This design comes from an exercise in tuning for small area, a short achievable clock period and few clock cycles on the open sky130 flow, not from production work. Function was checked by simulation only, so behaviour that the tests miss may differ from the original. Power figures rest on the tool's default switching activity, not on a simulated workload.

==> flow/design.v (excerpt) <==
module frame_loader #(
    parameter int H_RES   = 640,
    parameter int V_RES   = 480,
    parameter int BPP     = 1,
    parameter int RAM_LAT = 1,
    parameter int ADDR_W  = 9,
    parameter int COORD_W = 11
) (
    input  logic           CLOCK_50,
    input  logic           reset_n,
    input  logic           start,
    input  logic           abort,
    input  logic           mirror,
    output logic           busy,
    output logic           done,
    output logic [ADDR_W-1:0]    read_addr,
    input  logic [H_RES*BPP-1:0] q,
    output logic [COORD_W-1:0]   pix_x,
    output logic [COORD_W-1:0]   pix_y,
    output logic [BPP-1:0]       pix_color,
    output logic                 pix_valid,
    input  logic                 pix_ready
);
    localparam int CW = 10;
    localparam int NC = 32;           
    localparam int NG = H_RES / NC;   
    localparam logic [CW-1:0]     X_LAST = H_RES - 1;
    localparam logic [ADDR_W-1:0] Y_LAST = V_RES - 1;
    localparam logic [CW-1:0]     PRE_FWD = '1;
    localparam logic [CW-1:0]     PRE_REV = H_RES;
    logic              busy_q, done_q, valid_q, wait_q, prime_q;
    logic [ADDR_W-1:0] y_q;
  ...
clock: 5.0 ns
lec_check: 0
cap_margin: 20
core_area: 5 5 235 235
die_area: 0 0 240 240
setup_slack_margin: 3.0
slew_margin: 20
synth_hierarchical: 1
synth_minimum_keep_size: 0
tns_end_percent: 25
buffer_ports_args: -buffer_cell sky130_fd_sc_hd__buf_1
io_constraints: /design/flow/flow/io.tcl
standard.sh (not shown) runs the stock make flow with config.mk's settings and CLKGATE_MAP_FILE= SYNTH_SCRIPT=/design/flow/synth_recipe.tcl, a recipe that flattens the netlist after the stock synthesis.
==> flow/flow/run.sh <==
#!/bin/bash
# The standard layout (standard.sh) with two changes to how it is made:
# every port is buffered by the smallest buffer, sky130_fd_sc_hd__buf_1,
# instead of the one buffer_ports picks; and the q pins are placed in bit
# order (flow/io.tcl) so that each 32-bit group of the colour select sits
# together on one edge.
set -euo pipefail
echo 'export BUFFER_PORTS_ARGS = -buffer_cell sky130_fd_sc_hd__buf_1' >> config.mk
echo "export IO_CONSTRAINTS = $PWD/flow/io.tcl" >> config.mk
if [[ -f flow/extra.mk ]]; then cat flow/extra.mk >> config.mk; fi
bash standard.sh > standard.log 2>&1
==> flow/flow/io.tcl <==
# q pins in bit order, 160 to a side, so each 32-bit group of the colour
# select sits together on one edge
set sides {bottom right top left}
for {set s 0} {$s < 4} {incr s} {
  set names {}
  for {set i [expr {$s * 160}]} {$i < [expr {($s + 1) * 160}]} {incr i} {
    lappend names "q\[$i\]"
  }
  set_io_pin_constraint -region [lindex $sides $s]:* -pin_names $names -group -order
}
The baseline completed without violations.
Testbench counts at the start, summed over its fixed seeds: cycles 4,930,576.
Rerun with:
- SETUP_SLACK_MARGIN: 3.0 -> 3.25
Effect: The new run ran to the end with no violations; synthesized cell count stays the same; worst setup slack gains 0.077 ns; design area climbs by 12%; core utilization went up by 2.5 points; routed wire length climbs by about 60%; clock skew hardly moves; via count rose by about 12%; die area is unchanged.
Rerun with:
==> flow/flow/run.sh (replaced) <==
#!/bin/bash
# The standard layout (standard.sh) with three changes to how it is made:
# every input port is buffered by the smallest buffer, sky130_fd_sc_hd__buf_1,
# instead of the one buffer_ports picks, and every output port buffer is then
# made a buf_4 (flow/outbuf.tcl, after global placement); and the q pins are
# placed in bit order (flow/io.tcl) so that each 32-bit group of the colour
# select sits together on one edge.
set -euo pipefail
echo 'export BUFFER_PORTS_ARGS = -buffer_cell sky130_fd_sc_hd__buf_1' >> config.mk
echo "export IO_CONSTRAINTS = $PWD/flow/io.tcl" >> config.mk
echo "export POST_GLOBAL_PLACE_TCL = $PWD/flow/outbuf.tcl" >> config.mk
if [[ -f flow/extra.mk ]]; then cat flow/extra.mk >> config.mk; fi
bash standard.sh > standard.log 2>&1
==> flow/flow/outbuf.tcl (new file) <==
# Output ports: give each port buffer the drive of a buf_4 instead of buf_1,
# as the pins sit far from the flip-flops that drive them.
set db_master [[ord::get_db] findMaster sky130_fd_sc_hd__buf_4]
set n 0
foreach bterm [[ord::get_db_block] getBTerms] {
  if { [$bterm getIoType] != "OUTPUT" } { continue }
  set net [$bterm getNet]
  if { $net == "NULL" } { continue }
  foreach iterm [$net getITerms] {
    if { ![$iterm isOutputSignal] } { continue }
    set inst [$iterm getInst]
    if { [[$inst getMaster] getName] == "sky130_fd_sc_hd__buf_1" } {
      $inst swapMaster $db_master
      incr n
    }
  }
}
puts "outbuf.tcl: $n output port buffers made buf_4"
- POST_GLOBAL_PLACE_TCL: default -> /design/flow/flow/outbuf.tcl
- SETUP_SLACK_MARGIN: 3.25 -> 2.9
After rerunning: The changed run finished with timing, DRC and antenna clean. Die area stays the same. Routed wire length goes down by 38%. Synthesized cell count is unchanged. Clock power goes up by 7.0%. Cell count goes down by 5.9%.
Rerun with:
==> flow/flow/run.sh (replaced) <==
#!/bin/bash
# The standard layout (standard.sh) with two changes to how it is made:
# every port is buffered by the smallest buffer, sky130_fd_sc_hd__buf_1,
# instead of the one buffer_ports picks; and the q pins are placed in bit
# order (flow/io.tcl) so that each 32-bit group of the colour select sits
# together on one edge.
set -euo pipefail
echo 'export BUFFER_PORTS_ARGS = -buffer_cell sky130_fd_sc_hd__buf_1' >> config.mk
echo "export IO_CONSTRAINTS = $PWD/flow/io.tcl" >> config.mk
if [[ -f flow/extra.mk ]]; then cat flow/extra.mk >> config.mk; fi
bash standard.sh > standard.log 2>&1
- PLACE_DENSITY: default -> 0.4
- POST_GLOBAL_PLACE_TCL: /design/flow/flow/outbuf.tcl -> default
- SETUP_SLACK_MARGIN: 2.9 -> 3.0
removed: flow/flow/outbuf.tcl
What happened: Combinational power climbs by about 10%; non-clock buffer count climbs by 16; die area stays the same; setup slack gains 0.12 ns; register-to-register slack gains 0.12 ns; global-route usage climbs by 0.87 points; sequential power drops by 2.5%; power climbs by 6.0%; area after synthesis is unchanged; clock-buffer cell count does not change.
Rerun with:
- PLACE_DENSITY: 0.4 -> default
- SETUP_SLACK_MARGIN: 3.0 -> 2.9
- TNS_END_PERCENT: 25 -> 5
The changed run passed the timing, DRC and antenna checks. Die area stays the same. Worst hold slack gets worse by 0.090 ns. Setup slack is worse by 0.14 ns. Routed wire length came out lower by 19%.
Rerun with:
- CORE_AREA: 5 5 235 235 -> 3 3 231 231
- DIE_AREA: 0 0 240 240 -> 0 0 234 234
- PLACE_DENSITY: default -> 0.8
- SETUP_SLACK_MARGIN: 2.9 -> 3.0
- TNS_END_PERCENT: 5 -> 25
Outcome: Design area increases by 2.9%; utilization increases by 1.3 points; wire length increases by 16%.

re-timing with driven ports:
Ports are ideal in the flow. The routed layouts listed here were re-timed in OpenROAD. Step 1: set_driving_cell puts a clkbuf_16 on CLOCK_50 and a buf_2 on each other input, an assumption about the parent block. Step 2, shift: input delay + t, output delay - t, t = (earliest + latest rising clock arrival at the registers) / 2. This alone moves slack from input paths to output paths. Slacks: ideal / step 1 / step 2; pairs: ideal / step 1.
run	shift t [ns]	setup WS [ns]	worst setup path after step 2	worst data-port slew with drivers (ns)	pins driven straight from the clock port
the first run	0.357	2.914 / 2.884 / 2.593	input to register	0.05	1
the second run	0.367	2.991 / 2.959 / 2.788	input to register	0.05	1
the third run	0.352	2.827 / 2.815 / 2.465	input to register	0.05	1
the fourth run	0.371	2.947 / 2.913 / 2.571	input to register	0.07	1
the fifth run	0.362	2.806 / 2.768 / 2.527	input to register	0.05	1
the sixth run	0.362	2.895 / 2.864 / 2.618	input to register	0.04	1
After both steps every run listed still meets setup and hold. For the fourth run, which loses most, drivers alone change the setup slack by -0.034 ns; drivers and shift together by -0.376 ns.
